Source: an optimization exercise on an open RTL-to-GDS flow (aim: small area, a short achievable clock period and few clock cycles). Production flows keep margins and buffers that such runs may drop. Only simulation tests tie the RTL to the original design; equivalence was not proved. Power figures rest on the tool's default switching activity, not on a simulated workload.

`design/flow/constraint.sdc`:
```
create_clock -name core_clock -period 9.0 [get_ports {i_clk}]
set_input_delay 1.8000 -clock core_clock [delete_from_list [all_inputs] [get_ports {i_clk}]]
set_output_delay 1.8000 -clock core_clock [all_outputs]
set_load 0.01 [all_outputs]
```
`design/flow/config.mk`:
```
export PLATFORM = sky130hd
export DESIGN_NAME = cache_bank
export DESIGN_NICKNAME = cache_bank
export VERILOG_FILES = /design/flow/design.v
export SDC_FILE = /design/flow/constraint.sdc
export NUM_CORES = 4
export LEC_CHECK = 0
export CAP_MARGIN = 20
export CORE_MARGIN = 2
export CORE_UTILIZATION = 55
export SETUP_SLACK_MARGIN = 5
export SLEW_MARGIN = 20
```
`design/flow/design.v`:
```
`timescale 1ns/1ps
package cache_bank_pkg;
    localparam int ADDR_WIDTH  = 32;
    localparam int OFFSET_BITS = 4;
    localparam int SET_BITS    = 4;
    localparam int TAG_BITS    = ADDR_WIDTH - SET_BITS - OFFSET_BITS;
    localparam int DATA_WIDTH  = 16;
    localparam logic [1:0] REQ_FETCH = 2'd0;
    localparam logic [1:0] REQ_READ  = 2'd1;
    localparam logic [1:0] REQ_WRITE = 2'd2;
endpackage
`timescale 1ns/1ps
module cache_bank
#(
    parameter int WAYS      = 4,
    parameter int RRPV_BITS = 2
) (
    input  logic                  i_clk,
    input  logic                  i_nreset,
    input  logic [1:0]            i_request_type,
    input  logic [cache_bank_pkg::ADDR_WIDTH-1:0] i_addr,
    input  logic                  i_type_valid,
    output logic                  o_type_ready,
    input  logic [cache_bank_pkg::DATA_WIDTH-1:0] i_data,
    output logic [cache_bank_pkg::DATA_WIDTH-1:0] o_pe_data_o,
    output logic                  o_pe_data_o_valid,
    input  logic                  i_pe_data_o_ready,
    output logic [cache_bank_pkg::ADDR_WIDTH-1:0] o_dram_addr,
    input  logic [cache_bank_pkg::DATA_WIDTH-1:0] i_dram_data,
    input  logic                  i_dram_data_i_valid,
    output logic                  o_dram_data_i_ready,
    output logic [cache_bank_pkg::DATA_WIDTH-1:0] o_dram_data_o,
    output logic                  o_dram_data_o_valid,
    input  logic                  i_dram_data_o_ready
);
    localparam int AW   = cache_bank_pkg::ADDR_WIDTH;
    localparam int DW   = cache_bank_pkg::DATA_WIDTH;
    localparam int TB   = cache_bank_pkg::TAG_BITS;
    localparam int SB   = cache_bank_pkg::SET_BITS;
    localparam int OB   = cache_bank_pkg::OFFSET_BITS;
    localparam int SETS = 1 << SB;
    localparam int RB   = RRPV_BITS;
    localparam logic [RB-1:0] RRPV_MAX    = '1;
    localparam logic [RB-1:0] RRPV_INSERT = RRPV_MAX - 1'b1;
    localparam int FQ   = 4;     
    localparam int FQB  = 2;
    localparam int WQ   = 2;     
    localparam int WQB  = 1;
    function automatic logic [3:0] first4(input logic [3:0] v);
        first4[0] = v[0];
        first4[1] = v[1] & ~v[0];
        first4[2] = v[2] & ~v[1] & ~v[0];
        first4[3] = v[3] & ~v[2] & ~v[1] & ~v[0];
    endfunction
    logic [SETS-1:0][WAYS-1:0][TB-1:0] tag_mem;
    logic [SETS-1:0][WAYS-1:0][DW-1:0] data_mem;
    logic [SETS-1:0][WAYS-1:0]         valid_q;
    logic [SETS-1:0][WAYS-1:0]         dirty_q;
    logic [SETS-1:0][WAYS-1:0][RB-1:0] rrpv_q;
    logic          m_v, s_v;
    logic [1:0]    m_t, s_t;
    logic [AW-1:0] m_a, s_a;
    logic [DW-1:0] m_d, s_d;
    logic [SETS-1:0] m_oh;
    logic          m_take;
    logic          accept;
    logic          u_v;
    logic [1:0]    u_t;
    logic [AW-1:0] u_a;
    logic [DW-1:0] u_d;
    logic [WAYS-1:0]         u_hit;
    logic [WAYS-1:0]         u_vic;
    logic [DW-1:0]           u_hdat;
    logic [TB-1:0]           u_vtag;
    logic [DW-1:0]           u_vdat;
    logic                    u_vdty;
    logic [WAYS-1:0]         u_val;
    logic [WAYS-1:0]         u_dty;
    logic [WAYS-1:0][RB-1:0] u_rr;
    logic          u_take;
    logic          u_adv;
    logic          u_stall;
    assign o_type_ready = !s_v;
    assign accept       = i_type_valid && !s_v;
    assign u_take       = !u_v || u_adv;
    assign m_take       = !m_v || u_take;
    always_ff @(posedge i_clk) begin
        if (!i_nreset) begin
            m_v <= 1'b0;
            s_v <= 1'b0;
        end else begin
            if (m_take)
                m_v <= s_v || accept;
            s_v <= s_v ? !m_take : (accept && !m_take);
        end
    end
    always_ff @(posedge i_clk) begin
        if (!s_v) begin
            s_t <= i_request_type;
            s_a <= i_addr;
            s_d <= i_data;
        end
        if (m_take) begin
            m_t <= s_v ? s_t : i_request_type;
            m_a <= s_v ? s_a : i_addr;
            m_d <= s_v ? s_d : i_data;
            for (int k = 0; k < SETS; k++)
                m_oh[k] <= (s_v ? s_a[OB +: SB] : i_addr[OB +: SB]) == k;
        end
    end
    logic            land_act;
    logic [SB-1:0]   land_set;
    logic [WAYS-1:0] land_way;
    logic [DW-1:0]   land_data;
    logic [FQ-1:0][AW-1:0]   fq_addr;
    logic [FQ-1:0][WAYS-1:0] fq_way;
    logic [FQ-1:0]           fq_wen;
    logic [FQ-1:0]           fq_vld;
    logic [FQB-1:0]          fq_h, fq_t;
    logic [FQB:0]            fq_cnt;
    logic                    fq_full;
    logic [WQ-1:0][TB-1:0]   wq_tag;
    logic [WQ-1:0][SB-1:0]   wq_set;
    logic [WQ-1:0][DW-1:0]   wq_dat;
    logic [WQB-1:0]          wq_h, wq_t;
    logic [WQB:0]            wq_cnt;
    logic                    wq_full;
    logic            rq_ov;       
    logic            rq_sv;       
    logic [DW-1:0]   rq_spare;
    logic [SB-1:0]   u_set;
    logic [TB-1:0]   u_rtag;
    logic            is_fetch, is_read, is_write;
    logic            hit;
    logic [WAYS-1:0] pend;
    logic            fmiss, fhit, wr_go, rd_go;
    logic [WAYS-1:0] tag_we, data_we;
    logic [WAYS-1:0][RB-1:0] new_rr;
    logic [WAYS-1:0] new_val, new_dty;
    assign u_set    = u_a[OB +: SB];
    assign u_rtag   = u_a[AW-1 -: TB];
    assign is_fetch = u_t == cache_bank_pkg::REQ_FETCH;
    assign is_read  = u_t == cache_bank_pkg::REQ_READ;
    assign is_write = u_t == cache_bank_pkg::REQ_WRITE;
    assign hit      = |u_hit;
    always_comb begin
        pend = (land_act && land_set == u_set) ? land_way : '0;
        for (int e = 0; e < FQ; e++)
            if (fq_vld[e] && fq_wen[e] && fq_addr[e][OB +: SB] == u_set)
                pend = pend | fq_way[e];
    end
    always_comb begin
        u_stall = 1'b0;
        if (is_read)
            u_stall = (|(u_hit & pend)) || rq_sv;
        else if (is_write)
            u_stall = land_act && |(land_way & u_hit);
        else if (is_fetch)
            u_stall = !hit && (fq_full || (u_vdty && wq_full));
    end
    assign u_adv   = u_v && !u_stall;
    assign fmiss   = u_adv && is_fetch && !hit;
    assign fhit    = u_adv && is_fetch && hit;
    assign wr_go   = u_adv && is_write && hit;
    assign rd_go   = u_adv && is_read;
    assign tag_we  = fmiss ? u_vic : '0;
    assign data_we = wr_go ? u_hit : '0;
    always_comb begin
        for (int w = 0; w < WAYS; w++) begin
            new_rr[w] = u_rr[w];
            if (fhit) begin
                if (u_hit[w])
                    new_rr[w] = '0;
            end else if (fmiss) begin
                if (u_vic[w])
                    new_rr[w] = RRPV_INSERT;
                else if (u_rr[w] != RRPV_MAX)
                    new_rr[w] = u_rr[w] + 1'b1;
            end
            new_val[w] = u_val[w] | tag_we[w];
            new_dty[w] = tag_we[w] ? 1'b0 : (data_we[w] ? 1'b1 : u_dty[w]);
        end
    end
    logic [WAYS-1:0][DW-1:0] wbus;
    always_comb
        for (int w = 0; w < WAYS; w++)
            wbus[w] = (land_act && land_way[w]) ? land_data : u_d;
    for (genvar gs = 0; gs < SETS; gs++) begin : g_set
        logic set_we;
        logic set_land;
        assign set_we   = u_adv && u_set == gs;
        assign set_land = land_act && land_set == gs;
        for (genvar gw = 0; gw < WAYS; gw++) begin : g_way
            always_ff @(posedge i_clk) begin
                if (set_we && tag_we[gw])
                    tag_mem[gs][gw] <= u_rtag;
                if ((set_land && land_way[gw]) || (set_we && data_we[gw]))
                    data_mem[gs][gw] <= wbus[gw];
            end
            always_ff @(posedge i_clk) begin
                if (!i_nreset) begin
                    valid_q[gs][gw] <= 1'b0;
                    dirty_q[gs][gw] <= 1'b0;
                    rrpv_q[gs][gw]  <= RRPV_MAX;
                end else if (set_we) begin
                    valid_q[gs][gw] <= new_val[gw];
                    dirty_q[gs][gw] <= new_dty[gw];
                    rrpv_q[gs][gw]  <= new_rr[gw];
                end
            end
        end
    end
    logic [SB-1:0] m_set;
    logic [TB-1:0] m_rtag;
    logic          same;
    logic          tags_eq;
    logic [WAYS-1:0][TB-1:0] nl_tag;
    logic [WAYS-1:0][DW-1:0] nl_dat;
    logic [WAYS-1:0]         nl_val, nl_dty, nl_hit;
    logic [WAYS-1:0][RB-1:0] nl_rr;
    logic [WAYS-1:0]         nl_vic;
    logic [WAYS-1:0]         e3, e2, e1;
    logic [DW-1:0]           nl_hdat;
    logic [TB-1:0]           nl_vtag;
    logic [DW-1:0]           nl_vdat;
    logic                    nl_vdty;
    assign m_set   = m_a[OB +: SB];
    assign m_rtag  = m_a[AW-1 -: TB];
    assign same    = u_adv && u_set == m_set;
    assign tags_eq = m_rtag == u_rtag;
    logic [WAYS-1:0][TB-1:0] rd_tag;
    logic [WAYS-1:0][DW-1:0] rd_dat;
    logic [WAYS-1:0]         rd_val, rd_dty;
    logic [WAYS-1:0][RB-1:0] rd_rr;
    always_comb begin
        rd_tag = '0;
        rd_dat = '0;
        rd_val = '0;
        rd_dty = '0;
        rd_rr  = '0;
        for (int k = 0; k < SETS; k++) begin
            rd_tag = rd_tag | (tag_mem[k]  & {(WAYS*TB){m_oh[k]}});
            rd_dat = rd_dat | (data_mem[k] & {(WAYS*DW){m_oh[k]}});
            rd_val = rd_val | (valid_q[k]  & {WAYS{m_oh[k]}});
            rd_dty = rd_dty | (dirty_q[k]  & {WAYS{m_oh[k]}});
            rd_rr  = rd_rr  | (rrpv_q[k]   & {(WAYS*RB){m_oh[k]}});
        end
    end
    always_comb begin
        for (int w = 0; w < WAYS; w++) begin
            nl_val[w] = same ? new_val[w] : rd_val[w];
            nl_dty[w] = same ? new_dty[w] : rd_dty[w];
            nl_rr[w]  = same ? new_rr[w]  : rd_rr[w];
            if (same && tag_we[w]) begin
                nl_tag[w] = u_rtag;
                nl_hit[w] = tags_eq;
            end else begin
                nl_tag[w] = rd_tag[w];
                nl_hit[w] = rd_val[w] && rd_tag[w] == m_rtag;
            end
            if (land_act && land_set == m_set && land_way[w])
                nl_dat[w] = land_data;
            else if (same && data_we[w])
                nl_dat[w] = u_d;
            else
                nl_dat[w] = rd_dat[w];
            e3[w] = nl_rr[w] == 2'd3;
            e2[w] = nl_rr[w] == 2'd2;
            e1[w] = nl_rr[w] == 2'd1;
        end
        if (!(&nl_val))
            nl_vic = first4(~nl_val);
        else if (|e3)
            nl_vic = first4(e3);
        else if (|e2)
            nl_vic = first4(e2);
        else if (|e1)
            nl_vic = first4(e1);
        else
            nl_vic = 4'b0001;
        nl_hdat = '0;
        nl_vtag = '0;
        nl_vdat = '0;
        nl_vdty = 1'b0;
        for (int w = 0; w < WAYS; w++) begin
            if (nl_hit[w])
                nl_hdat = nl_hdat | nl_dat[w];
            if (nl_vic[w]) begin
                nl_vtag = nl_vtag | nl_tag[w];
                nl_vdat = nl_vdat | nl_dat[w];
                nl_vdty = nl_vdty | (nl_val[w] & nl_dty[w]);
            end
        end
    end
    always_ff @(posedge i_clk) begin
        if (!i_nreset)
            u_v <= 1'b0;
        else if (u_take)
            u_v <= m_v;
    end
    always_ff @(posedge i_clk) begin
        if (u_take) begin
            u_t    <= m_t;
            u_a    <= m_a;
            u_d    <= m_d;
            u_hit  <= nl_hit;
            u_vic  <= nl_vic;
            u_hdat <= nl_hdat;
            u_vtag <= nl_vtag;
            u_vdat <= nl_vdat;
            u_vdty <= nl_vdty;
            u_val  <= nl_val;
            u_dty  <= nl_dty;
            u_rr   <= nl_rr;
        end else if (land_act && land_set == u_set && |(land_way & u_hit)) begin
            u_hdat <= land_data;
        end
    end
    logic          rq_free;
    logic [DW-1:0] rd_word;
    assign rq_free = !rq_ov || i_pe_data_o_ready;
    assign rd_word = hit ? u_hdat : '0;
    always_ff @(posedge i_clk) begin
        if (!i_nreset) begin
            rq_ov <= 1'b0;
            rq_sv <= 1'b0;
        end else begin
            if (rq_free) begin
                rq_ov <= rq_sv || rd_go;
                rq_sv <= rq_sv && rd_go;
            end else if (rd_go) begin
                rq_sv <= 1'b1;
            end
        end
    end
    always_ff @(posedge i_clk) begin
        if (rq_free)
            o_pe_data_o <= rq_sv ? rq_spare : rd_word;
        if (rd_go && (rq_sv || !rq_free))
            rq_spare <= rd_word;
    end
    assign o_pe_data_o_valid = rq_ov;
    logic         st_wb, st_fill;
    logic         f_push, f_pop, w_push, w_pop;
    logic [FQB:0] fq_cnt_n, fq_left;
    logic [WQB:0] wq_cnt_n, wq_left;
    logic [FQB-1:0] fq_hn;
    logic [WQB-1:0] wq_hn;
    logic [FQ-1:0]  cancel;
    logic         go_wb, go_fill, busy;
    assign f_push   = fmiss;
    assign w_push   = fmiss && u_vdty;
    assign f_pop    = st_fill && i_dram_data_i_valid;
    assign w_pop    = st_wb && i_dram_data_o_ready;
    assign fq_left  = fq_cnt - f_pop;
    assign wq_left  = wq_cnt - w_pop;
    assign fq_cnt_n = fq_left + f_push;
    assign wq_cnt_n = wq_left + w_push;
    assign fq_hn    = fq_h + f_pop;
    assign wq_hn    = wq_h + w_pop;
    assign fq_full  = fq_cnt[FQB];
    assign wq_full  = wq_cnt[WQB];
    assign busy     = (st_fill && !f_pop) || (st_wb && !w_pop);
    assign go_wb    = !busy && (wq_cnt_n[WQB] || (wq_cnt_n != 0 && fq_cnt_n == 0));
    assign go_fill  = !busy && !go_wb && fq_cnt_n != 0;
    logic [AW-1:0]   fh_addr, fn_addr;
    logic [WAYS-1:0] fh_way;
    logic            fh_wen, fh_cancel;
    logic [TB-1:0]   wn_tag;
    logic [SB-1:0]   wn_set;
    logic [DW-1:0]   wn_dat;
    always_comb begin
        fh_addr   = '0;
        fn_addr   = '0;
        fh_way    = '0;
        fh_wen    = 1'b0;
        fh_cancel = 1'b0;
        for (int e = 0; e < FQ; e++) begin
            if (fq_h == e) begin
                fh_addr   = fh_addr | fq_addr[e];
                fh_way    = fh_way | fq_way[e];
                fh_wen    = fh_wen | fq_wen[e];
                fh_cancel = fh_cancel | cancel[e];
            end
            if (fq_hn == e)
                fn_addr = fn_addr | fq_addr[e];
        end
        wn_tag = '0;
        wn_set = '0;
        wn_dat = '0;
        for (int e = 0; e < WQ; e++) begin
            if (wq_hn == e) begin
                wn_tag = wn_tag | wq_tag[e];
                wn_set = wn_set | wq_set[e];
                wn_dat = wn_dat | wq_dat[e];
            end
        end
    end
    always_comb
        for (int e = 0; e < FQ; e++)
            cancel[e] = fq_addr[e][OB +: SB] == u_set && |(fq_way[e] & (tag_we | data_we));
    always_ff @(posedge i_clk) begin
        if (!i_nreset) begin
            st_wb    <= 1'b0;
            st_fill  <= 1'b0;
            fq_cnt   <= '0;
            fq_h     <= '0;
            fq_t     <= '0;
            fq_vld   <= '0;
            wq_cnt   <= '0;
            wq_h     <= '0;
            wq_t     <= '0;
            land_act <= 1'b0;
        end else begin
            fq_cnt <= fq_cnt_n;
            wq_cnt <= wq_cnt_n;
            fq_h   <= fq_hn;
            wq_h   <= wq_hn;
            if (f_push)
                fq_t <= fq_t + 1'b1;
            if (w_push)
                wq_t <= wq_t + 1'b1;
            for (int e = 0; e < FQ; e++) begin
                if (f_push && fq_t == e)
                    fq_vld[e] <= 1'b1;
                else if (f_pop && fq_h == e)
                    fq_vld[e] <= 1'b0;
            end
            land_act <= f_pop && fh_wen && !fh_cancel;
            if (!busy) begin
                st_wb   <= go_wb;
                st_fill <= go_fill;
            end
        end
    end
    always_ff @(posedge i_clk) begin
        for (int e = 0; e < FQ; e++) begin
            if (f_push && fq_t == e) begin
                fq_addr[e] <= u_a;
                fq_way[e]  <= u_vic;
                fq_wen[e]  <= 1'b1;
            end else if (cancel[e]) begin
                fq_wen[e]  <= 1'b0;
            end
        end
        for (int e = 0; e < WQ; e++) begin
            if (w_push && wq_t == e) begin
                wq_tag[e] <= u_vtag;
                wq_set[e] <= u_set;
                wq_dat[e] <= u_vdat;
            end
        end
        if (f_pop) begin
            land_set  <= fh_addr[OB +: SB];
            land_way  <= fh_way;
            land_data <= i_dram_data;
        end
        if (go_fill)
            o_dram_addr <= (fq_left == 0) ? u_a : fn_addr;
        else if (go_wb)
            o_dram_addr <= (wq_left == 0) ? {u_vtag, u_set, {OB{1'b0}}}
                                          : {wn_tag, wn_set, {OB{1'b0}}};
        if (go_wb)
            o_dram_data_o <= (wq_left == 0) ? u_vdat : wn_dat;
    end
    assign o_dram_data_i_ready = st_fill;
    assign o_dram_data_o_valid = st_wb;
endmodule
```
`design/flow/run.sh`:
```
#!/bin/bash
# synth_recipe.tcl (not shown) runs the flow's synth.tcl, then flattens the netlist and writes it again
# the make line also repeats each setting of config.mk as NAME=value (left out here)
make -C /OpenROAD-flow-scripts/flow DESIGN_CONFIG=/design/flow/config.mk WORK_HOME=/design/flow/orfs CLKGATE_MAP_FILE= SYNTH_SCRIPT=/design/flow/synth_recipe.tcl finish
```
==> results_dict.tcl, run 1 <==
set metrics [dict create \
    status "complete, no violations" \
    grt_pass1_wl_um 635000 \
    syn_nets 8318 \
    track_usage 0.375 \
    placed_cells 11211 \
    avgSynthCellArea_sq_um 15.9 \
    drive_above_1_share 0.188 \
    peakVddDrop_uv 202 \
    firstDrtPassIters 9 \
    ctsLongestPathBuffers 4 \
    leakage_nw 50.7 \
    wl_per_cell_um 38.5 \
    vias 85803 \
    drt_iter0_markers 12660 \
    synth_top_cell_area_share 0.710 \
    core_area_sq_um 237000 \
    finalCritPeriodShare 0.462 \
    worst_pin_slew_ns 1.14 \
    antenna_found_initial 16 \
    synth-edff-count 3093 \
    rows 179 \
    area_growth_pct 18.4 \
    yosysMostFrequentCell "edfxtp_1" \
    vias_per_cell 7.02 \
    min_period_ns 4.15 \
    crit_path_max_fanout 9 \
    worst-setup-path-type "reg2reg" \
    max-cap-violations 0 \
    path_clk_slew_ns 0.06 \
    rsz0062_at_grt "yes" \
    port_buffers 139 \
    grt_max_degree 105 \
    yosysTopAreaCell "edfxtp_1" \
    grt_overflow_total 0 \
    end_kind "register" \
    cts_tree "built" \
    fin_setup_tns_ns 0 \
    nFillCells 16540 \
    syn_area_sq_um 131000 \
    place.gp.congestion 0.951 \
    synth_mux_area_frac 0.0271 \
    final_cells 12216 \
    startpoint_type "register" \
    cp.arrival_ns 4.92 \
    final-hold-violation-count 0 \
    start_util 0.552 \
    synthTopCellsByCount "edfxtp_1, a22oi_1, nand2_1" \
    ys.warnings.count 1 \
    dpl.hpwl_um 253000 \
    die_w_um 492 \
    postRouteWirelength_um 470000 \
    r2r_slack_ns 4.85 \
    slew_violations 0 \
    drc_errors 0 \
    first_global_vias 80515 \
    fp.dieArea_sq_um 242000 \
    path_cells "buf_12 > xnor2_1 > nand4_2 > o22ai_2 > o41ai_2 > nand4_1 > buf_6 > o21ai_4 > buf_12 > nand2_8 > mux2i_2 > a311oi_4 > a21oi_2 > o21ai_4 > buf_12 > nand2_8 > o211ai_1" \
    synth-xor-area-share 0.0104 \
    clock_latency_ns 0.97 \
    hold_class "reg2reg" \
    async_flop_share 0 \
    ys.flop_type "edfxtp_1" \
    cts_made_buffers 358 \
    power_density_nw_per_um2 230 \
    synth.yosys.seq_area_share 0.761 \
    synth_simple_gate_area_share 0.0506 \
    synth-seq-cells 3426 \
    synth.area.top_cells "edfxtp_1, dfxtp_1, a22oi_1" \
    io_pins 140 \
    max_slew_margin 0.239 \
    drtAntennaViolNets 0 \
    setup_viol 0 \
    final_util 0.653 \
    seq_area_sq_um 99600 \
    worst_path_dominant_cell_family "compound AO/OA/AOI/OAI gates" \
    multi_input_area_sq_um 31800 \
    cp_common_cell "buf_12" \
    syn_inst 8235 \
    root_buffer "clkbuf_16" \
    ctsHoldBuffers 0 \
    die_h_um 492 \
    htree_num_levels 5 \
    fin_area_sq_um 155000 \
    clkSinkCount 3426 \
    cp.required_ns 9.76 \
    finalClockSkew_ns 0.0757 \
    nNetsFinal 8835 \
    fmax_mhz 241 \
    cpPeakStageDelay_ns 0.44 \
    cpMaxStageDelayCell "edfxtp_1" \
    synth_compound_area_frac 0.131 \
    postPlaceCellArea_sq_um 137000 \
    synthDistinctLibCells 80 \
    synth_top_family_by_area "compound AO/OA/AOI/OAI gates" \
    synth_adder_area_share 0.00105 \
    path_buf_inv 4 \
]
-- worst register-to-register path, cell delays in order, from the launching register on --
cell,delay [ns]
edfxtp_1,0.44
buf_12,0.18
xnor2_1,0.15
nand4_2,0.18
o22ai_2,0.11
o41ai_2,0.34
nand4_1,0.16
buf_6,0.16
o21ai_4,0.26
buf_12,0.19
nand2_8,0.09
mux2i_2,0.20
a311oi_4,0.39
a21oi_2,0.16
o21ai_4,0.37
buf_12,0.21
nand2_8,0.15
o211ai_1,0.27
-- worst paths after layout --
path	startpoint	endpoint	cells past startpoint
worst max-delay path	u_a[7]	u_vdat[1]	17
worst min-delay path	m_a[1]	u_a[1]	0
worst max register to register	u_a[7]	u_vdat[1]	17
worst min register to register	m_a[1]	u_a[1]	0
-- layout make-up --
cell class                 count  share of cell area
multi-input combinational   4208               0.205
timing repair buffer         714              0.0537
antenna                       18            0.000291
sequential                  3426               0.642
clock inverter               164             0.00916
inverter                      43             0.00125
tap                         3167              0.0256
timing repair inverter         1           0.0000323
clock buffer                 475              0.0622
-- logic make-up (layout without fill, tap and decap cells) --
kind of cell               Yosys count  in the layout
adders and majority gates           11             11
xor gates and xnor gates           156            156
and+or+nand+nor                   1469           1509
muxes                              285            285
AOI/OAI and AO/OA                 2246           2247
other                                0             18
buffers and inverters              642           1397
DFF                               3426           3426
-- repair_timing --
| item | CTS | global route |
|---|---|---|
| buffers inserted | 170 | 109 |
| gates resized for setup | 303 | 358 |
| setup endpoints to repair | 3071 | 1600 |
| endpoints found under the hold margin | 0 | 0 |
| pin swaps | 93 | 94 |
| cloned | 40 | 27 |
-- through the flow --
stage                     hold slack (ns)  setup WS [ns]  power (mW)
after floorplan                     0.400           4.52        19.9
after global placement              0.401           3.15        21.3
after detailed placement            0.407           3.09        21.4
after CTS                           0.419           4.84        35.4
after global routing                0.424           4.78        36.4
final                               0.418           4.85        35.6
-- flip-flops by register name, indices dropped and copies added (netlist names), 24 cells and up --
register     cells
data_mem      1024
dirty_q         64
fq_addr        128
m_a             32
o_dram_addr     32
rrpv_q         128
s_a             32
tag_mem       1536
u_a             32
u_vtag          24
valid_q         64
wq_dat          32
wq_tag          48
-- metal layers --
layer / global-route usage / vias to the layer above / wire length, um / share of wire
met5: 0.000595 / - / 188 / 0.00040
met4: 0.223 / 10 / 33700 / 0.072
met3: 0.0712 / 1385 / 50400 / 0.11
met2: 0.585 / 6127 / 216000 / 0.46
met1: 0.493 / 43880 / 170000 / 0.36
li1: - / 34401 / - / -
-- placed cells by master, fill, tap and decap left out, drive strengths merged, types with 66 or more instances in the layout --
master and instances:
nand3 194, clkinv 128, mux2 147, o211ai 239, xnor2 114, a21oi 197
a211oi 66, nand2 503, o21ai 162, buf 557, a221oi 388, a22o 418
a22oi 665, nor2 491, mux2i 98, clkbuf 493, clkdlybuf4s50 137, nand4 144
edfxtp 3093, dfxtp 333
-- power breakdown --
group          switching, mW  total (mW)  internal (mW)
clock network           6.04        14.2           8.15
logic                   2.16        3.26           1.10
registers              0.361        18.1           17.8
Testbench counts, summed over its fixed seeds: cycles 12,476.
==> run 2, diff against run 1 <==
--- a/design/flow/design.v
+++ b/design/flow/design.v
@@ -44,8 +44,6 @@
     localparam logic [RB-1:0] RRPV_INSERT = RRPV_MAX - 1'b1;
     localparam int FQ   = 4;     
     localparam int FQB  = 2;
-    localparam int WQ   = 2;     
-    localparam int WQB  = 1;
     function automatic logic [3:0] first4(input logic [3:0] v);
         first4[0] = v[0];
         first4[1] = v[1] & ~v[0];
@@ -80,18 +78,21 @@
     logic          u_take;
     logic          u_adv;
     logic          u_stall;
-    assign o_type_ready = !s_v;
-    assign accept       = i_type_valid && !s_v;
+    logic rdy_q;
+    assign o_type_ready = rdy_q;
+    assign accept       = i_type_valid && rdy_q;
     assign u_take       = !u_v || u_adv;
     assign m_take       = !m_v || u_take;
     always_ff @(posedge i_clk) begin
         if (!i_nreset) begin
-            m_v <= 1'b0;
-            s_v <= 1'b0;
+            m_v   <= 1'b0;
+            s_v   <= 1'b0;
+            rdy_q <= 1'b1;
         end else begin
             if (m_take)
                 m_v <= s_v || accept;
-            s_v <= s_v ? !m_take : (accept && !m_take);
+            s_v   <= s_v ? !m_take : (accept && !m_take);
+            rdy_q <= s_v ? m_take : !(accept && !m_take);
         end
     end
     always_ff @(posedge i_clk) begin
@@ -119,11 +120,9 @@
     logic [FQB-1:0]          fq_h, fq_t;
     logic [FQB:0]            fq_cnt;
     logic                    fq_full;
-    logic [WQ-1:0][TB-1:0]   wq_tag;
-    logic [WQ-1:0][SB-1:0]   wq_set;
-    logic [WQ-1:0][DW-1:0]   wq_dat;
-    logic [WQB-1:0]          wq_h, wq_t;
-    logic [WQB:0]            wq_cnt;
+    logic                    wq_v;
+    logic [TB-1:0]           wq_tag;
+    logic [SB-1:0]           wq_set;
     logic                    wq_full;
     logic            rq_ov;       
     logic            rq_sv;       
@@ -133,7 +132,9 @@
     logic            is_fetch, is_read, is_write;
     logic            hit;
     logic [WAYS-1:0] pend;
-    logic            fmiss, fhit, wr_go, rd_go;
+    logic            f_push;
+    logic [SB-1:0]   m_set;
+    logic            fmiss, wr_go, rd_go;
     logic [WAYS-1:0] tag_we, data_we;
     logic [WAYS-1:0][RB-1:0] new_rr;
     logic [WAYS-1:0] new_val, new_dty;
@@ -143,42 +144,65 @@
     assign is_read  = u_t == cache_bank_pkg::REQ_READ;
     assign is_write = u_t == cache_bank_pkg::REQ_WRITE;
     assign hit      = |u_hit;
+    logic [WAYS-1:0] pw_m, pw_u;
+    logic [WAYS-1:0] u_pw;
+    logic [FQ-1:0]   cancel;
     always_comb begin
-        pend = (land_act && land_set == u_set) ? land_way : '0;
-        for (int e = 0; e < FQ; e++)
-            if (fq_vld[e] && fq_wen[e] && fq_addr[e][OB +: SB] == u_set)
-                pend = pend | fq_way[e];
+        pw_m = (f_push && u_set == m_set) ? u_vic : '0;
+        pw_u = f_push ? u_vic : '0;
+        for (int e = 0; e < FQ; e++) begin
+            if (fq_vld[e] && fq_wen[e] && !cancel[e]) begin
+                if (fq_addr[e][OB +: SB] == m_set)
+                    pw_m = pw_m | fq_way[e];
+                if (fq_addr[e][OB +: SB] == u_set)
+                    pw_u = pw_u | fq_way[e];
+            end
+        end
     end
+    always_ff @(posedge i_clk)
+        u_pw <= u_take ? pw_m : pw_u;
+    assign pend = u_pw;
+    logic rd_wait, wr_wait, f_wait;
+    assign rd_wait = (|(u_hit & pend)) || rq_sv;
+    assign wr_wait = land_act && |(land_way & u_hit);
+    assign f_wait  = fq_full || (u_vdty && wq_full);
     always_comb begin
         u_stall = 1'b0;
         if (is_read)
-            u_stall = (|(u_hit & pend)) || rq_sv;
+            u_stall = rd_wait;
         else if (is_write)
-            u_stall = land_act && |(land_way & u_hit);
+            u_stall = wr_wait;
         else if (is_fetch)
-            u_stall = !hit && (fq_full || (u_vdty && wq_full));
+            u_stall = !hit && f_wait;
     end
     assign u_adv   = u_v && !u_stall;
-    assign fmiss   = u_adv && is_fetch && !hit;
-    assign fhit    = u_adv && is_fetch && hit;
-    assign wr_go   = u_adv && is_write && hit;
-    assign rd_go   = u_adv && is_read;
+    assign fmiss   = u_v && is_fetch && !hit && !f_wait;
+    assign wr_go   = u_v && is_write && hit && !wr_wait;
+    assign rd_go   = u_v && is_read && !rd_wait;
     assign tag_we  = fmiss ? u_vic : '0;
     assign data_we = wr_go ? u_hit : '0;
+    logic            f_fmiss, f_fhit;
+    logic [WAYS-1:0] f_tag_we, f_data_we;
+    assign f_fmiss   = u_v && is_fetch && !hit;
+    assign f_fhit    = u_v && is_fetch && hit;
+    assign f_tag_we  = f_fmiss ? u_vic : '0;
+    assign f_data_we = (u_v && is_write && hit) ? u_hit : '0;
+    logic [WAYS-1:0] wr_way;
+    assign wr_way = (u_v && is_write) ? (u_hit & ~(land_act ? land_way : '0)) : '0;
     always_comb begin
         for (int w = 0; w < WAYS; w++) begin
             new_rr[w] = u_rr[w];
-            if (fhit) begin
+            if (f_fhit) begin
                 if (u_hit[w])
                     new_rr[w] = '0;
-            end else if (fmiss) begin
+            end else if (f_fmiss) begin
                 if (u_vic[w])
                     new_rr[w] = RRPV_INSERT;
                 else if (u_rr[w] != RRPV_MAX)
                     new_rr[w] = u_rr[w] + 1'b1;
             end
-            new_val[w] = u_val[w] | tag_we[w];
-            new_dty[w] = tag_we[w] ? 1'b0 : (data_we[w] ? 1'b1 : u_dty[w]);
+            new_val[w] = u_val[w] | f_tag_we[w];
+            new_dty[w] = f_tag_we[w] ? 1'b0 : (f_data_we[w] ? 1'b1 : u_dty[w]);
         end
     end
     logic [WAYS-1:0][DW-1:0] wbus;
@@ -188,13 +212,14 @@
     for (genvar gs = 0; gs < SETS; gs++) begin : g_set
         logic set_we;
         logic set_land;
-        assign set_we   = u_adv && u_set == gs;
+        assign set_we   = u_v && u_set == gs
+                          && ((is_fetch && (hit || !f_wait)) || (is_write && hit));
         assign set_land = land_act && land_set == gs;
         for (genvar gw = 0; gw < WAYS; gw++) begin : g_way
             always_ff @(posedge i_clk) begin
-                if (set_we && tag_we[gw])
+                if (set_we && f_tag_we[gw])
                     tag_mem[gs][gw] <= u_rtag;
-                if ((set_land && land_way[gw]) || (set_we && data_we[gw]))
+                if ((set_land && land_way[gw]) || (u_set == gs && wr_way[gw]))
                     data_mem[gs][gw] <= wbus[gw];
             end
             always_ff @(posedge i_clk) begin
@@ -210,9 +235,10 @@
             end
         end
     end
-    logic [SB-1:0] m_set;
     logic [TB-1:0] m_rtag;
     logic          same;
+    logic          same_r;      
+    logic [SB-1:0] m_nset;
     logic          tags_eq;
     logic [WAYS-1:0][TB-1:0] nl_tag;
     logic [WAYS-1:0][DW-1:0] nl_dat;
@@ -226,7 +252,10 @@
     logic                    nl_vdty;
     assign m_set   = m_a[OB +: SB];
     assign m_rtag  = m_a[AW-1 -: TB];
-    assign same    = u_adv && u_set == m_set;
+    assign same    = u_v && same_r;
+    assign m_nset  = s_v ? s_a[OB +: SB] : i_addr[OB +: SB];
+    always_ff @(posedge i_clk)
+        same_r <= (m_take ? m_nset : m_set) == (u_take ? m_set : u_set);
     assign tags_eq = m_rtag == u_rtag;
     logic [WAYS-1:0][TB-1:0] rd_tag;
     logic [WAYS-1:0][DW-1:0] rd_dat;
@@ -251,7 +280,7 @@
             nl_val[w] = same ? new_val[w] : rd_val[w];
             nl_dty[w] = same ? new_dty[w] : rd_dty[w];
             nl_rr[w]  = same ? new_rr[w]  : rd_rr[w];
-            if (same && tag_we[w]) begin
+            if (same && f_tag_we[w]) begin
                 nl_tag[w] = u_rtag;
                 nl_hit[w] = tags_eq;
             end else begin
@@ -260,7 +289,7 @@
             end
             if (land_act && land_set == m_set && land_way[w])
                 nl_dat[w] = land_data;
-            else if (same && data_we[w])
+            else if (same && f_data_we[w])
                 nl_dat[w] = u_d;
             else
                 nl_dat[w] = rd_dat[w];
@@ -341,34 +370,27 @@
     end
     assign o_pe_data_o_valid = rq_ov;
     logic         st_wb, st_fill;
-    logic         f_push, f_pop, w_push, w_pop;
+    logic         f_pop, w_push, w_pop;
     logic [FQB:0] fq_cnt_n, fq_left;
-    logic [WQB:0] wq_cnt_n, wq_left;
+    logic         fq_left_nz;
     logic [FQB-1:0] fq_hn;
-    logic [WQB-1:0] wq_hn;
-    logic [FQ-1:0]  cancel;
     logic         go_wb, go_fill, busy;
     assign f_push   = fmiss;
     assign w_push   = fmiss && u_vdty;
     assign f_pop    = st_fill && i_dram_data_i_valid;
     assign w_pop    = st_wb && i_dram_data_o_ready;
     assign fq_left  = fq_cnt - f_pop;
-    assign wq_left  = wq_cnt - w_pop;
     assign fq_cnt_n = fq_left + f_push;
-    assign wq_cnt_n = wq_left + w_push;
     assign fq_hn    = fq_h + f_pop;
-    assign wq_hn    = wq_h + w_pop;
     assign fq_full  = fq_cnt[FQB];
-    assign wq_full  = wq_cnt[WQB];
+    assign wq_full  = wq_v;
     assign busy     = (st_fill && !f_pop) || (st_wb && !w_pop);
-    assign go_wb    = !busy && (wq_cnt_n[WQB] || (wq_cnt_n != 0 && fq_cnt_n == 0));
-    assign go_fill  = !busy && !go_wb && fq_cnt_n != 0;
+    assign go_wb    = !busy && ((wq_v && !w_pop) || w_push);
+    assign fq_left_nz = fq_cnt > 1 || (fq_cnt == 1 && !f_pop);
+    assign go_fill  = !busy && !go_wb && (fq_left_nz || f_push);
     logic [AW-1:0]   fh_addr, fn_addr;
     logic [WAYS-1:0] fh_way;
     logic            fh_wen, fh_cancel;
-    logic [TB-1:0]   wn_tag;
-    logic [SB-1:0]   wn_set;
-    logic [DW-1:0]   wn_dat;
     always_comb begin
         fh_addr   = '0;
         fn_addr   = '0;
@@ -385,16 +407,6 @@
             if (fq_hn == e)
                 fn_addr = fn_addr | fq_addr[e];
         end
-        wn_tag = '0;
-        wn_set = '0;
-        wn_dat = '0;
-        for (int e = 0; e < WQ; e++) begin
-            if (wq_hn == e) begin
-                wn_tag = wn_tag | wq_tag[e];
-                wn_set = wn_set | wq_set[e];
-                wn_dat = wn_dat | wq_dat[e];
-            end
-        end
     end
     always_comb
         for (int e = 0; e < FQ; e++)
@@ -407,19 +419,14 @@
             fq_h     <= '0;
             fq_t     <= '0;
             fq_vld   <= '0;
-            wq_cnt   <= '0;
-            wq_h     <= '0;
-            wq_t     <= '0;
+            wq_v     <= 1'b0;
             land_act <= 1'b0;
         end else begin
             fq_cnt <= fq_cnt_n;
-            wq_cnt <= wq_cnt_n;
+            wq_v   <= w_push || (wq_v && !w_pop);
             fq_h   <= fq_hn;
-            wq_h   <= wq_hn;
             if (f_push)
                 fq_t <= fq_t + 1'b1;
-            if (w_push)
-                wq_t <= wq_t + 1'b1;
             for (int e = 0; e < FQ; e++) begin
                 if (f_push && fq_t == e)
                     fq_vld[e] <= 1'b1;
@@ -443,12 +450,10 @@
                 fq_wen[e]  <= 1'b0;
             end
         end
-        for (int e = 0; e < WQ; e++) begin
-            if (w_push && wq_t == e) begin
-                wq_tag[e] <= u_vtag;
-                wq_set[e] <= u_set;
-                wq_dat[e] <= u_vdat;
-            end
+        if (w_push) begin
+            wq_tag        <= u_vtag;
+            wq_set        <= u_set;
+            o_dram_data_o <= u_vdat;
         end
         if (f_pop) begin
             land_set  <= fh_addr[OB +: SB];
@@ -456,12 +461,10 @@
             land_data <= i_dram_data;
         end
         if (go_fill)
-            o_dram_addr <= (fq_left == 0) ? u_a : fn_addr;
+            o_dram_addr <= fq_left_nz ? fn_addr : u_a;
         else if (go_wb)
-            o_dram_addr <= (wq_left == 0) ? {u_vtag, u_set, {OB{1'b0}}}
-                                          : {wn_tag, wn_set, {OB{1'b0}}};
-        if (go_wb)
-            o_dram_data_o <= (wq_left == 0) ? u_vdat : wn_dat;
+            o_dram_addr <= w_push ? {u_vtag, u_set, {OB{1'b0}}}
+                                  : {wq_tag, wq_set, {OB{1'b0}}};
     end
     assign o_dram_data_i_ready = st_fill;
     assign o_dram_data_o_valid = st_wb;
==> design/flow/flow/run.sh (new file) <==
#!/bin/bash
set -euo pipefail
bash standard.sh SETUP_SLACK_MARGIN=5.6 finish > standard_make.log 2>&1
==> design/flow/standard.sh (new file) <==
#!/bin/bash
# synth_recipe.tcl (not shown) runs the flow's synth.tcl, then flattens the netlist and writes it again
# the make line also repeats each setting of config.mk as NAME=value (left out here)
make -C /OpenROAD-flow-scripts/flow DESIGN_CONFIG=/design/flow/config.mk WORK_HOME=/design/flow/orfs CLKGATE_MAP_FILE= SYNTH_SCRIPT=/design/flow/synth_recipe.tcl "${@:-finish}"
--- a/design/flow/config.mk
+++ b/design/flow/config.mk
@@ -8,5 +8,8 @@
 export CAP_MARGIN = 20
 export CORE_MARGIN = 2
 export CORE_UTILIZATION = 55
+export CTS_CLUSTER_DIAMETER = 100
+export CTS_CLUSTER_SIZE = 25
 export SETUP_SLACK_MARGIN = 5
 export SLEW_MARGIN = 20
+export TNS_END_PERCENT = 5
removed: design/flow/run.sh
==> run 2 against run 1 <==
Compared with the run above: largest power group unchanged; die area fell by 1.0%; combinational power is 1% lower; power shrank 18%; first-iteration DRC count up 4.5%; highest routed layer unchanged; still clean; synthesized cell count shrank 2.6%; global-route usage about the same; hold slack better by 0.0041 ns; register-to-register slack better by 0.41 ns; sequential cell count down 57; setup slack gained 0.41 ns; core utilization shrank 3.6 points; critical path type unchanged.
==> results_dict.tcl, run 2 <==
set metrics [dict create \
    cpMaxStageDelayCell "and4_1" \
    syn_area_sq_um 130000 \
    peakVddDrop_uv 210 \
    worst_path_dominant_cell_family "buffers and inverters" \
    cts_made_buffers 156 \
    syn_inst 8019 \
    dpl.hpwl_um 241000 \
    drtAntennaViolNets 0 \
    antenna_found_initial 24 \
    startpoint_type "register" \
    async_flop_share 0 \
    layout_common_cells "edfxtp_1, a22oi_1, nand2_1" \
    postPlaceCellArea_sq_um 135000 \
    ys.warnings.count 1 \
    cp.arrival_ns 4.45 \
    ys.flop_type "edfxtp_1" \
    path_clk_slew_ns 0.10 \
    yosysTopAreaCell "edfxtp_1" \
    drt_iter0_markers 13228 \
    pwr-share-clk 0.284 \
    drive_above_1_share 0.148 \
    final-hold-violation-count 0 \
    min_period_ns 3.74 \
    port_buffers 139 \
    final_common_cell "edfxtp_1" \
    fin_setup_tns_ns 0 \
    worst-setup-path-type "reg2reg" \
    cpPeakStageDelay_ns 0.44 \
    hold_class "reg2reg" \
    vias 82889 \
    power_frac_seq 0.606 \
    yosysMostFrequentCell "edfxtp_1" \
    wl_per_cell_um 41.1 \
    ctsHoldBuffers 0 \
    firstDrtPassIters 12 \
    vias_per_cell 7.21 \
    cp.required_ns 9.71 \
    track_usage 0.375 \
    rsz0062_at_grt "yes" \
    grt_overflow_total 0 \
    power_density_nw_per_um2 202 \
    root_buffer "clkbuf_16" \
    io_pins 140 \
    grt_max_degree 146 \
    largest_reg_flops 1536 \
    end_kind "register" \
    syn_nets 8101 \
    fp.dieArea_sq_um 239000 \
    core_area_sq_um 235000 \
    die_w_um 489 \
    synth.yosys.seq_area_share 0.755 \
    synth-edff-count 3033 \
    drc_errors 0 \
    first_global_vias 76338 \
    fmax_mhz 267 \
    place.gp.congestion 0.929 \
    max-cap-violations 0 \
    crit_path_max_fanout 39 \
    cts_tree "built" \
    avgSynthCellArea_sq_um 16.2 \
    status "complete, no violations" \
    clkSinkCount 3369 \
    worst_pin_slew_ns 1.41 \
    synth-seq-cells 3369 \
    finalClockSkew_ns 0.0365 \
    leakage_nw 47.2 \
    swShare 0.251 \
    combPwrFrac 0.110 \
    fin_area_sq_um 145000 \
    finalCritPeriodShare 0.416 \
    r2r_slack_ns 5.26 \
    p_int_mw 21.9 \
    final_util 0.617 \
    area_growth_pct 11.8 \
    cp_common_cell "buf_4" \
    synthTopCellsByCount "edfxtp_1, a22oi_1, nand2_1" \
    max_slew_margin 0.0595 \
    nNetsFinal 8336 \
    setup_viol 0 \
    synth_top_cell_area_share 0.703 \
    htree_num_levels 4 \
    die_h_um 489 \
    postRouteWirelength_um 473000 \
    path_buf_inv 5 \
    start_util 0.552 \
    path_cells "buf_4 > buf_4 > bufbuf_16 > a22o_1 > a221oi_1 > and4_1 > xnor2_1 > nor4_1 > nand3_1 > o21ai_4 > buf_4 > clkbuf_16 > a221oi_1 > a21oi_1" \
    ctsLongestPathBuffers 3 \
    grt_pass1_wl_um 620000 \
    synthDistinctLibCells 87 \
    rows 178 \
    synth.area.top_cells "edfxtp_1, dfxtp_1, a22oi_1" \
    top_register "tag_mem" \
    largest_registers "tag_mem: 1536 flops, data_mem: 1024 flops" \
    clock_latency_ns 0.88 \
    slew_violations 0 \
    switchingPower_mw 7.35 \
]
-- run 2: cell types whose count changed after synthesis, sizes merged, moves of 66 or more --
cell	delta
nor2	-212
nand3	-135
nand2	+117
clkbuf	-102
buf	+95
o21ai	-88
a21boi	+85
a21oi	-81
mux2i	-72
and4	+66
-- run 2: area by class of cell --
cell class              count  area, sq um
repair buffers            659         7660
clock buffers             222         4280
flip-flops and latches   3369        97800
fillers                 17259        89900
clock inverters            21          279
repair inverters            1         16.3
diodes                     10         25.0
inverters                  42          181
well taps                3150         3940
multi-input cells        4025        30700
-- run 2: worst paths after layout --
check,from,to,depth (start not counted)
setup / recovery,m_oh[15],u_hdat[2],14
hold / removal,m_d[8],u_d[8],0
setup reg to reg,m_oh[15],u_hdat[2],14
hold reg to reg,m_d[8],u_d[8],0
-- run 2: routing by layer --
| metal | part of all wire | vias to the layer above | GRT usage |
|---|---|---|---|
| met5 | 0.00020 | - | 0 |
| met4 | 0.075 | 14 | 0.220 |
| met3 | 0.11 | 1227 | 0.0664 |
| met2 | 0.46 | 6009 | 0.591 |
| met1 | 0.35 | 42681 | 0.491 |
| li1 | - | 32958 | - |
-- run 2: repair_timing --
action	in CTS	in global routing
cloned	35	34
setup endpoints to repair	1489	738
gates resized for setup	203	215
pin swaps	27	59
setup buffers	79	92
-- run 2: kinds of logic after synthesis --
group | after synthesis | share of synthesized area
adder cells (fa/ha/maj) | 10 | 0.00102
flip-flops | 3369 | 0.755
multiplexers | 219 | 0.0223
AO/OA/AOI/OAI | 2267 | 0.139
AND/OR/NAND/NOR | 1345 | 0.0494
buffers and inverters | 634 | 0.0218
XOR/XNOR | 175 | 0.0118
-- run 2: worst reg2reg max path, stage by stage, from the launching register on --
cell       delay (ns)
edfxtp_1         0.39
buf_4            0.19
buf_4            0.21
bufbuf_16        0.40
a22o_1           0.27
a221oi_1         0.23
and4_1           0.44
xnor2_1          0.13
nor4_1           0.25
nand3_1          0.18
o21ai_4          0.20
buf_4            0.23
clkbuf_16        0.21
a221oi_1         0.09
a21oi_1          0.17
-- run 2: power by group through the flow --
stage / combinational, mW / sequential (mW) / clock, mW
2_1_floorplan: 1.50 / 18.0 / 0
3_3_place_gp: 2.78 / 18.1 / 0
3_5_place_dp: 2.82 / 18.1 / 0
4_1_cts: 2.97 / 17.7 / 8.32
5_1_grt: 3.33 / 17.7 / 8.79
6_report: 3.22 / 17.7 / 8.30
-- run 2: per-stage QoR --
step	hold slack, ns	instances	setup slack (ns)	power, mW
CTS	0.426	11352	5.28	29.0
detailed placement	0.406	10995	4.06	20.9
global route	0.433	11495	5.27	29.9
global placement	0.404	10986	4.13	20.9
finish	0.422	11499	5.26	29.3
floorplan	0.400	8019	5.16	19.5
Testbench counts of run 2, summed over its fixed seeds: cycles 12,511.
==> run 3, diff against run 2 <==
--- a/design/flow/config.mk
+++ b/design/flow/config.mk
@@ -7,9 +7,9 @@
 export LEC_CHECK = 0
 export CAP_MARGIN = 20
 export CORE_MARGIN = 2
-export CORE_UTILIZATION = 55
+export CORE_UTILIZATION = 60
 export CTS_CLUSTER_DIAMETER = 100
-export CTS_CLUSTER_SIZE = 25
+export CTS_CLUSTER_SIZE = 22
 export SETUP_SLACK_MARGIN = 5
 export SLEW_MARGIN = 20
 export TNS_END_PERCENT = 5
==> run 3 against run 2 <==
Compared with the run above: still clean on timing, DRC and antenna; design area is 1.7% higher; setup slack worse by 0.046 ns; die area is 8.3% lower; hold slack better by 0.0021 ns; final cell count is 1.1% lower; fmax is 1.2% lower; first-iteration DRC count is 18% higher; power is 1.4% higher; register-to-register slack worse by 0.05 ns; wire length is 3.5% higher; non-clock buffer count is 161 higher; count of clock-buffer cells in the layout is 28 higher; highest routed layer unchanged.
==> results_dict.tcl, run 3 <==
set metrics [dict create \
    status "complete, no violations" \
    wl_per_cell_um 43.0 \
    synth.yosys.seq_area_share 0.755 \
    hold_class "reg2reg" \
    core_area_sq_um 215000 \
    synth_top_cell_area_share 0.703 \
    vias 85457 \
    max-cap-violations 0 \
    syn_area_sq_um 130000 \
    avgSynthCellArea_sq_um 16.2 \
    largest_registers "tag_mem: 1536 flops, data_mem: 1024 flops" \
    track_usage 0.432 \
    synthDistinctLibCells 87 \
    postRouteWirelength_um 489000 \
    grt_overflow_total 0 \
    synthTopCellsByCount "edfxtp_1, a22oi_1, nand2_1" \
    clock_latency_ns 0.91 \
    largest_reg_flops 1536 \
    vias_per_cell 7.51 \
    min_from "m_d[13]" \
    end_kind "register" \
    io_pins 140 \
    dp_slack_ns 3.54 \
    syn_nets 8101 \
    drive_above_1_share 0.167 \
    path_clk_slew_ns 0.11 \
    setup_viol 0 \
    peakVddDrop_uv 238 \
    finalCritPeriodShare 0.421 \
    synth-seq-cells 3369 \
    slew_violations 0 \
    leakage_nw 48.7 \
    fin_setup_tns_ns 0 \
    syn_inst 8019 \
    cts_tree "built" \
    die_w_um 469 \
    synth-edff-count 3033 \
    fp.dieArea_sq_um 220000 \
    root_buffer "clkbuf_16" \
    drc_errors 0 \
    crit_path_max_fanout 38 \
    cts_made_buffers 171 \
    grt_max_degree 216 \
    first_global_vias 77369 \
    fmax_mhz 264 \
    dpl.hpwl_um 245000 \
    top_register "tag_mem" \
    htree_num_levels 4 \
    power_density_nw_per_um2 201 \
    max_slew_margin 0.177 \
    final-hold-violation-count 0 \
    drtAntennaViolNets 0 \
    rows 170 \
    yosysMostFrequentCell "edfxtp_1" \
    startpoint "m_oh[14]" \
    firstDrtPassIters 9 \
    start_util 0.604 \
    yosysTopAreaCell "edfxtp_1" \
    ys.warnings.count 1 \
    cp.required_ns 9.75 \
    startpoint_type "register" \
    synth.area.top_cells "edfxtp_1, dfxtp_1, a22oi_1" \
    grt_pass1_wl_um 646000 \
    antenna_found_initial 20 \
    port_buffers 139 \
    nFillCells 14310 \
    min_period_ns 3.79 \
    area_growth_pct 13.8 \
    layout_common_cells "edfxtp_1, a22oi_1, nand2_1" \
    r2r-start "m_oh[14]" \
    worst-setup-path-type "reg2reg" \
    ctsHoldBuffers 0 \
    nNetsFinal 8512 \
    cp.arrival_ns 4.54 \
    rsz0062_at_grt "yes" \
    clkSinkCount 3369 \
    final_common_cell "edfxtp_1" \
    setup_ws_ns 5.21 \
    die_h_um 469 \
    place.gp.congestion 0.913 \
    worst_pin_slew_ns 1.22 \
    ctsLongestPathBuffers 3 \
    finalClockSkew_ns 0.0341 \
    drt_iter0_markers 15582 \
    async_flop_share 0 \
    ys.flop_type "edfxtp_1" \
]
[run 3: cell types whose count changed in the layout (fill, tap and decap cells not counted), sizes merged, moves of 2 or more]
cell / before / now
clkinv: 6 / 12
clkdlybuf4s50: 117 / 109
clkbuf: 248 / 270
dlygate4sd2: 20 / 29
diode: 10 / 14
buf: 475 / 613
clkinvlp: 3 / 1
nor2: 250 / 246
bufbuf: 20 / 49
inv: 55 / 46
[run 3: kinds of logic after synthesis]
| kind of cell | count (synthesis) | share of synthesized area |
|---|---|---|
| adders and majority gates | 10 | 0.00102 |
| DFF | 3369 | 0.755 |
| xor gates and xnor gates | 175 | 0.0118 |
| AOI/OAI and AO/OA | 2267 | 0.139 |
| and+or+nand+nor | 1345 | 0.0494 |
| muxes | 219 | 0.0223 |
| buffers and inverters | 634 | 0.0218 |
[run 3: area by class of cell]
| class | instances | area [sq um] | share of cell area |
|---|---|---|---|
| Clock buffer | 250 | 4680 | 0.0318 |
| Sequential cell | 3369 | 97800 | 0.664 |
| Clock inverter | 13 | 194 | 0.00132 |
| Multi-Input combinational cell | 4022 | 30800 | 0.209 |
| Timing Repair inverter | 4 | 57.6 | 0.000390 |
| Antenna cell | 14 | 35.0 | 0.000238 |
| Timing Repair Buffer | 820 | 10100 | 0.0686 |
| Inverter | 42 | 195 | 0.00132 |
| Tap cell | 2838 | 3550 | 0.0241 |
[run 3: path summary, 6_finish.rpt]
path	end	slack [ns]	cells after the start
min	u_d[13]	0.42	0
max	u_hdat[14]	5.21	13
min reg2reg	u_d[13]	0.42	0
max reg2reg	u_hdat[14]	5.21	13
[run 3: power by group]
part	switching, mW	internal [mW]	leakage, nW	total (mW)
sequential	0.298	17.4	30.4	17.7
combinational	2.19	1.15	15.9	3.34
clock	4.93	3.65	2.35	8.59
total	7.42	22.2	48.7	29.7
[run 3: stage by stage]
stage | power (mW) | util | cell area [sq um] | instances | hold slack, ns
detailed placement | 20.9 | 0.630 | 135000 | 10716 | 0.405
floorplan | 19.5 | - | 130000 | 8019 | 0.400
global route | 30.2 | 0.687 | 147000 | 11362 | 0.430
global placement | 20.8 | 0.629 | 135000 | 10709 | 0.401
CTS | 29.3 | 0.676 | 145000 | 11216 | 0.422
finish | 29.7 | 0.687 | 147000 | 11372 | 0.424
[run 3: routing by layer]
metal,part of all wire,vias up,global-route usage
met3,0.13,1597,0.106
met1,0.34,43342,0.561
li1,-,33350,-
met2,0.44,7152,0.644
met5,0.00033,-,0.00238
met4,0.087,16,0.306
[run 3: worst max-delay path, stage by stage, from the launching register on]
cell	delay (ns)
edfxtp_1	0.46
clkbuf_16	0.21
buf_12	0.18
a22oi_2	0.23
nand4_1	0.19
nor3_4	0.36
xor2_1	0.17
nand4_1	0.22
or4_4	0.60
o31ai_4	0.29
buf_12	0.19
clkbuf_16	0.16
a22oi_2	0.07
a21oi_1	0.17
[run 3: timing repair]
item                       in CTS  in global routing
cloned                         82                 18
pin swaps                      52                 93
setup buffers                 155                121
resized for setup             350                149
setup endpoints to repair    1142                739
==> run 4, diff against run 3 <==
==> design/flow/flow/run.sh (replaced) <==
#!/bin/bash
set -euo pipefail
bash standard.sh SETUP_SLACK_MARGIN=5.8 finish > standard_make.log 2>&1
--- a/design/flow/config.mk
+++ b/design/flow/config.mk
@@ -7,7 +7,7 @@
 export LEC_CHECK = 0
 export CAP_MARGIN = 20
 export CORE_MARGIN = 2
-export CORE_UTILIZATION = 60
+export CORE_UTILIZATION = 62
 export CTS_CLUSTER_DIAMETER = 100
 export CTS_CLUSTER_SIZE = 22
 export SETUP_SLACK_MARGIN = 5
==> run 4 against run 3 <==
Compared with the run above: die area shrank 3.2%; core utilization grew 2.6 points; sequential share of layout area shrank 0.20 points; hold slack lost 0.0055 ns; critical endpoint is now tag_mem[44]; largest cell class unchanged; critical path type unchanged; still clean; global-route usage grew 1.8 points; combinational power grew 4%.
==> results_dict.tcl, run 4 <==
set metrics [dict create \
    swShare 0.250 \
    startpoint_type "register" \
    final_common_cell "edfxtp_1" \
    root_buffer "clkbuf_16" \
    drt_iter0_markers 15689 \
    vias 85025 \
    first_global_vias 78957 \
    power_density_nw_per_um2 202 \
    max-cap-violations 0 \
    ctsHoldBuffers 0 \
    async_flop_share 0 \
    top_register "tag_mem" \
    ys.flop_type "edfxtp_1" \
    cpPeakStageDelay_ns 0.71 \
    max_slew_margin 0.146 \
    grt_max_degree 142 \
    start_util 0.624 \
    ctsLongestPathBuffers 3 \
    syn_nets 8101 \
    syn_area_sq_um 130000 \
    worst_pin_slew_ns 1.27 \
    finalClockSkew_ns 0.0409 \
    port_buffers 139 \
    synth.yosys.seq_area_share 0.755 \
    grt_pass1_wl_um 651000 \
    synth-seq-cells 3369 \
    peakVddDrop_uv 219 \
    grt_overflow_total 0 \
    setup_ws_ns 5.34 \
    clkSinkCount 3369 \
    rows 167 \
    nNetsFinal 8457 \
    antenna_found_initial 33 \
    finalCritPeriodShare 0.406 \
    syn_inst 8019 \
    synth_top_cell_area_share 0.703 \
    clock_latency_ns 0.88 \
    synth.area.top_cells "edfxtp_1, dfxtp_1, a22oi_1" \
    largest_registers "tag_mem: 1536 flops, data_mem: 1024 flops" \
    htree_num_levels 4 \
    final-hold-violation-count 0 \
    dpl.hpwl_um 236000 \
    path_cells "a21o_1 > o21ai_0 > and3b_2 > nand2_2 > buf_4 > nor2_4" \
    min_period_ns 3.66 \
    fin_setup_tns_ns 0 \
    cp.arrival_ns 4.15 \
    pwr-share-clk 0.287 \
    synthTopCellsByCount "edfxtp_1, a22oi_1, nand2_1" \
    end_kind "register" \
    fmax_mhz 274 \
    p_int_mw 22.3 \
    cts_tree "built" \
    synth-edff-count 3033 \
    die_w_um 461 \
    setup_viol 0 \
    postRouteWirelength_um 482000 \
    drc_errors 0 \
    avgSynthCellArea_sq_um 16.2 \
    rsz0062_at_grt "yes" \
    ys.warnings.count 1 \
    combPwrFrac 0.117 \
    firstDrtPassIters 7 \
    status "complete, no violations" \
    largest_reg_flops 1536 \
    drive_above_1_share 0.174 \
    yosysTopAreaCell "edfxtp_1" \
    area_growth_pct 14.1 \
    drtAntennaViolNets 0 \
    worst-setup-path-type "reg2reg" \
    dp_slack_ns 3.60 \
    synthDistinctLibCells 87 \
    slew_violations 0 \
    io_pins 140 \
    place.gp.congestion 0.958 \
    worst_path_dominant_cell_family "simple AND/OR/NAND/NOR gates" \
    leakage_nw 48.8 \
    power_frac_seq 0.596 \
    layout_common_cells "edfxtp_1, a22oi_1, nand2_1" \
    crit_path_max_fanout 23 \
    fin_hold_ws_ns 0.418 \
    track_usage 0.451 \
    core_area_sq_um 207000 \
    die_h_um 461 \
    cp.required_ns 9.49 \
    wl_per_cell_um 42.8 \
    switchingPower_mw 7.46 \
    path_buf_inv 1 \
    hold_class "reg2reg" \
    yosysMostFrequentCell "edfxtp_1" \
    cts_made_buffers 173 \
    fp.dieArea_sq_um 213000 \
    vias_per_cell 7.55 \
    path_clk_slew_ns 0.10 \
    cpMaxStageDelayCell "nor2_4" \
]
==> run 4: changes by cell type in the layout (fill, tap and decap cells not counted), moves of 28 or more <==
cell / before / now
a221oi_2: 39 / 91
buf_4: 452 / 368
buf_16: 53 / 90
and4_4: 19 / 59
and4_1: 36 / 8
a221oi_1: 382 / 330
==> run 4: cell type report <==
type,count,area (sq um)
inverters,42,183
diodes,19,47.5
multi-input cells,4026,31400
clock inverters,19,251
well taps,2788,3490
repair buffers,762,10000
flip-flops and latches,3369,97800
fillers,13273,59700
clock buffers,233,4630
repair inverters,1,16.3
==> run 4: path summary, 6_finish.rpt <==
path | from | end | slack, ns | cells after the start
worst max-delay path | u_vdty | tag_mem[44] | 5.34 | 6
worst min register to register | m_d[11] | u_d[11] | 0.42 | 0
worst max register to register | u_vdty | tag_mem[44] | 5.34 | 6
worst min-delay path | m_d[11] | u_d[11] | 0.42 | 0
==> run 4: worst register-to-register path: stages (launching register included) <==
cell and delay [ns]:
edfxtp_1 0.51, a21o_1 0.35, o21ai_0 0.29, and3b_2 0.58, nand2_2 0.33, buf_4 0.46
nor2_4 0.75
==> run 4: timing repair <==
item | CTS | global route
gates cloned | 99 | 6
resized for setup | 616 | 62
setup endpoints to repair | 2583 | 2105
pin swaps | 147 | 32
buffers inserted | 237 | 40
==> run 4: metal layers <==
| layer | GRT usage | vias to the layer above | part of all wire |
|---|---|---|---|
| met1 | 0.564 | 42852 | 0.33 |
| met4 | 0.355 | 14 | 0.099 |
| li1 | - | 33246 | - |
| met2 | 0.658 | 7208 | 0.44 |
| met5 | 0 | - | 0.00021 |
| met3 | 0.135 | 1705 | 0.14 |
==> run 4: cells by family (layout without fill, tap and decap cells) <==
kind of cell	after synthesis	in the layout	share of synthesized area
compound gates	2267	2268	0.139
xor+xnor	175	175	0.0118
fa+ha+maj	10	10	0.00102
buf+inv	634	1057	0.0218
flops	3369	3369	0.755
mux	219	220	0.0223
other cells	0	19	0
simple gates	1345	1353	0.0494
==> run 4: power by group through the flow <==
| stage | clock network (mW) | registers [mW] | logic [mW] |
|---|---|---|---|
| 6_report | 8.56 | 17.8 | 3.48 |
| 5_1_grt | 9.02 | 17.8 | 3.57 |
| 4_1_cts | 8.52 | 17.7 | 3.31 |
| 3_5_place_dp | 0 | 18.1 | 2.74 |
| 3_3_place_gp | 0 | 18.1 | 2.70 |
| 2_1_floorplan | 0 | 18.0 | 1.52 |
==> run 4: metrics by stage <==
step,std cells,total power [mW],cell area [sq um],utilization
finish,11259,29.8,148000,0.712
global route,11243,30.3,148000,0.712
CTS,11187,29.6,147000,0.708
detailed placement,10599,20.9,135000,0.649
global placement,10589,20.8,135000,0.648
floorplan,8019,19.5,130000,-
==> run 5, diff against run 4 <==
==> design/flow/flow/run.sh (replaced) <==
#!/bin/bash
set -euo pipefail
bash standard.sh SETUP_SLACK_MARGIN=5.35 finish > standard_make.log 2>&1
--- a/design/flow/config.mk
+++ b/design/flow/config.mk
@@ -7,7 +7,7 @@
 export LEC_CHECK = 0
 export CAP_MARGIN = 20
 export CORE_MARGIN = 2
-export CORE_UTILIZATION = 62
+export CORE_UTILIZATION = 55
 export CTS_CLUSTER_DIAMETER = 100
 export CTS_CLUSTER_SIZE = 22
 export SETUP_SLACK_MARGIN = 5
==> run 5 against run 4 <==
Compared with the run above: global-route usage shrank 8.2 points; via count shrank 4.0%; sequential share of layout area grew 2.1 points; non-clock buffer count shrank 222; critical path depth grew 7; first-iteration DRC count shrank 22%; power shrank 0.81%; count of clock-buffer cells in the layout grew 11; critical endpoint is now u_hdat[6]; largest cell class unchanged.
==> results_dict.tcl, run 5 <==
set metrics [dict create \
    status "complete, no violations" \
    reg2regPathDepth 13 \
    grt_max_degree 146 \
    hold_class "reg2reg" \
    final-hold-violation-count 0 \
    power_frac_seq 0.600 \
    nFillCells 17393 \
    power_mw 29.6 \
    first_global_vias 76305 \
    rows 178 \
    critPathCapture "u_hdat[6]" \
    finalClockSkew_ns 0.0304 \
    max-cap-violations 0 \
    syn_area_sq_um 130000 \
    final_cells 11398 \
    crit_path_max_fanout 24 \
    synth_adder_area_share 0.00102 \
    cpMaxStageDelayCell "or4_1" \
    clock_latency_ns 0.87 \
    r2r-start "m_oh[13]" \
    vias_per_cell 7.16 \
    finalCritPeriodShare 0.427 \
    drive_above_1_share 0.127 \
    p_int_mw 22.2 \
    antenna_found_initial 15 \
    synthTopCellsByCount "edfxtp_1, a22oi_1, nand2_1" \
    final_common_cell "edfxtp_1" \
    slew_violations 0 \
    layout_common_cells "edfxtp_1, a22oi_1, nand2_1" \
    switchingPower_mw 7.33 \
    die_w_um 489 \
    ys.warnings.count 1 \
    top_register "tag_mem" \
    syn_inst 8019 \
    drt_iter0_markers 12183 \
    cpPeakStageDelay_ns 0.53 \
    firstDrtPassIters 7 \
    ys.flop_type "edfxtp_1" \
    ctsLongestPathBuffers 3 \
    worst_pin_slew_ns 1.18 \
    place.gp.congestion 0.929 \
    track_usage 0.369 \
    path_clk_slew_ns 0.10 \
    largest_registers "tag_mem: 1536 flops, data_mem: 1024 flops" \
    wl_per_cell_um 40.0 \
    final_util 0.610 \
    multi_input_area_sq_um 30100 \
    syn_nets 8101 \
    seq_area_sq_um 97800 \
    core_area_sq_um 235000 \
    die_h_um 489 \
    r2r-end "u_hdat[6]" \
    avgSynthCellArea_sq_um 16.2 \
    synth_compound_area_frac 0.139 \
    setup_viol 0 \
    dp_slack_ns 4.06 \
    ctsHoldBuffers 0 \
    combPwrFrac 0.104 \
    drtAntennaViolNets 0 \
    synth-edff-count 3033 \
    leakage_nw 46.4 \
    cts_tree "built" \
    fin_setup_tns_ns 0 \
    htree_num_levels 4 \
    largest_reg_flops 1536 \
    power_density_nw_per_um2 206 \
    swShare 0.248 \
    rsz0062_at_grt "yes" \
    synth.area.top_cells "edfxtp_1, dfxtp_1, a22oi_1" \
    drc_errors 0 \
    area_growth_pct 10.6 \
    synthDistinctLibCells 87 \
    pwr-share-clk 0.296 \
    vias 81620 \
    fmax_mhz 260 \
    path_cells "buf_4 > clkbuf_16 > buf_16 > a22oi_1 > nand4_1 > nor3_4 > xor2_1 > nand4_1 > or4_1 > o31ai_4 > buf_12 > a221oi_1 > a21oi_1" \
    synth.yosys.seq_area_share 0.755 \
    nNetsFinal 8230 \
    grt_overflow_total 0 \
    end_kind "register" \
    placed_cells 10995 \
    worst-setup-path-type "reg2reg" \
    async_flop_share 0 \
    root_buffer "clkbuf_16" \
    grt_pass1_wl_um 613000 \
    fp.dieArea_sq_um 239000 \
    cp.arrival_ns 4.57 \
    dpl.hpwl_um 241000 \
    cts_made_buffers 174 \
    cp.required_ns 9.72 \
    min_period_ns 3.85 \
    synth_top_family_by_area "compound AO/OA/AOI/OAI gates" \
    io_pins 140 \
    setup_ws_ns 5.15 \
    yosysMostFrequentCell "edfxtp_1" \
    startpoint_type "register" \
    max_slew_margin 0.211 \
    peakVddDrop_uv 195 \
    r2r_slack_ns 5.15 \
    start_util 0.552 \
    synth_top_cell_area_share 0.703 \
    port_buffers 139 \
]
==> run 5: cell counts after synthesis <==
Identical to the previous run, type by type.
==> run 5: how the worst min path moves through the flow <==
stage	start	to	slack (ns)	cells past startpoint
finish	m_d[8]	u_d[8]	0.42	0
global route	m_d[8]	u_d[8]	0.43	0
CTS	m_d[8]	u_d[8]	0.42	0
detailed placement	m_d[3]	u_d[3]	0.41	0
global placement	m_d[13]	u_d[13]	0.40	0
floorplan	u_vdat[0]	o_dram_data_o[0]	0.40	0
==> run 5: logic make-up (layout without fill, tap and decap cells) <==
kind of cell / Yosys count / in the layout
flip-flops: 3369 / 3369
AO/OA/AOI/OAI: 2267 / 2268
AND/OR/NAND/NOR: 1345 / 1347
buffers and inverters: 634 / 850
multiplexers: 219 / 220
XOR/XNOR: 175 / 175
adder cells (fa/ha/maj): 10 / 10
other: 0 / 9
==> run 5: stage by stage <==
step / area [sq um] / hold slack [ns]
after floorplan: 130000 / 0.400
after global placement: 135000 / 0.404
after detailed placement: 135000 / 0.406
after CTS: 142000 / 0.422
after global routing: 143000 / 0.429
final: 143000 / 0.423
==> run 5: what timing repair did <==
| item | in CTS | in global routing |
|---|---|---|
| pin swaps | 19 | 7 |
| buffers inserted | 63 | 15 |
| endpoints found under the setup margin | 529 | 322 |
| gates cloned | 22 | 16 |
| resized for setup | 120 | 96 |
==> run 5: power by group through the flow <==
stage	Combinational (mW)	Sequential (mW)	Clock [mW]
final	3.09	17.7	8.74
after floorplan	1.50	18.0	0
after CTS	2.95	17.7	8.77
after global placement	2.78	18.1	0
after global routing	3.19	17.7	9.25
after detailed placement	2.82	18.1	0
==> run 5: metal layers <==
layer,share of wire,GRT usage
met1,0.36,0.483
met2,0.47,0.586
met3,0.10,0.0634
met4,0.070,0.210
met5,0.000029,0
==> run 5: critical path: cells and delay by family (launching register included) <==
kind / cells / cell delay (ns)
AOI/OAI and AO/OA: 4 / 0.82
xor gates and xnor gates: 1 / 0.18
buffers and inverters: 4 / 0.89
DFF: 1 / 0.44
and+or+nand+nor: 4 / 1.23
==> run 5: layout make-up <==
type | count | share of cell area
timing repair buffer | 540 | 0.0428
tap | 3150 | 0.0275
timing repair inverter | 1 | 0.0000786
antenna | 9 | 0.000157
clock inverter | 23 | 0.00224
sequential | 3369 | 0.683
multi-input combinational | 4020 | 0.210
inverter | 42 | 0.00121
clock buffer | 244 | 0.0330
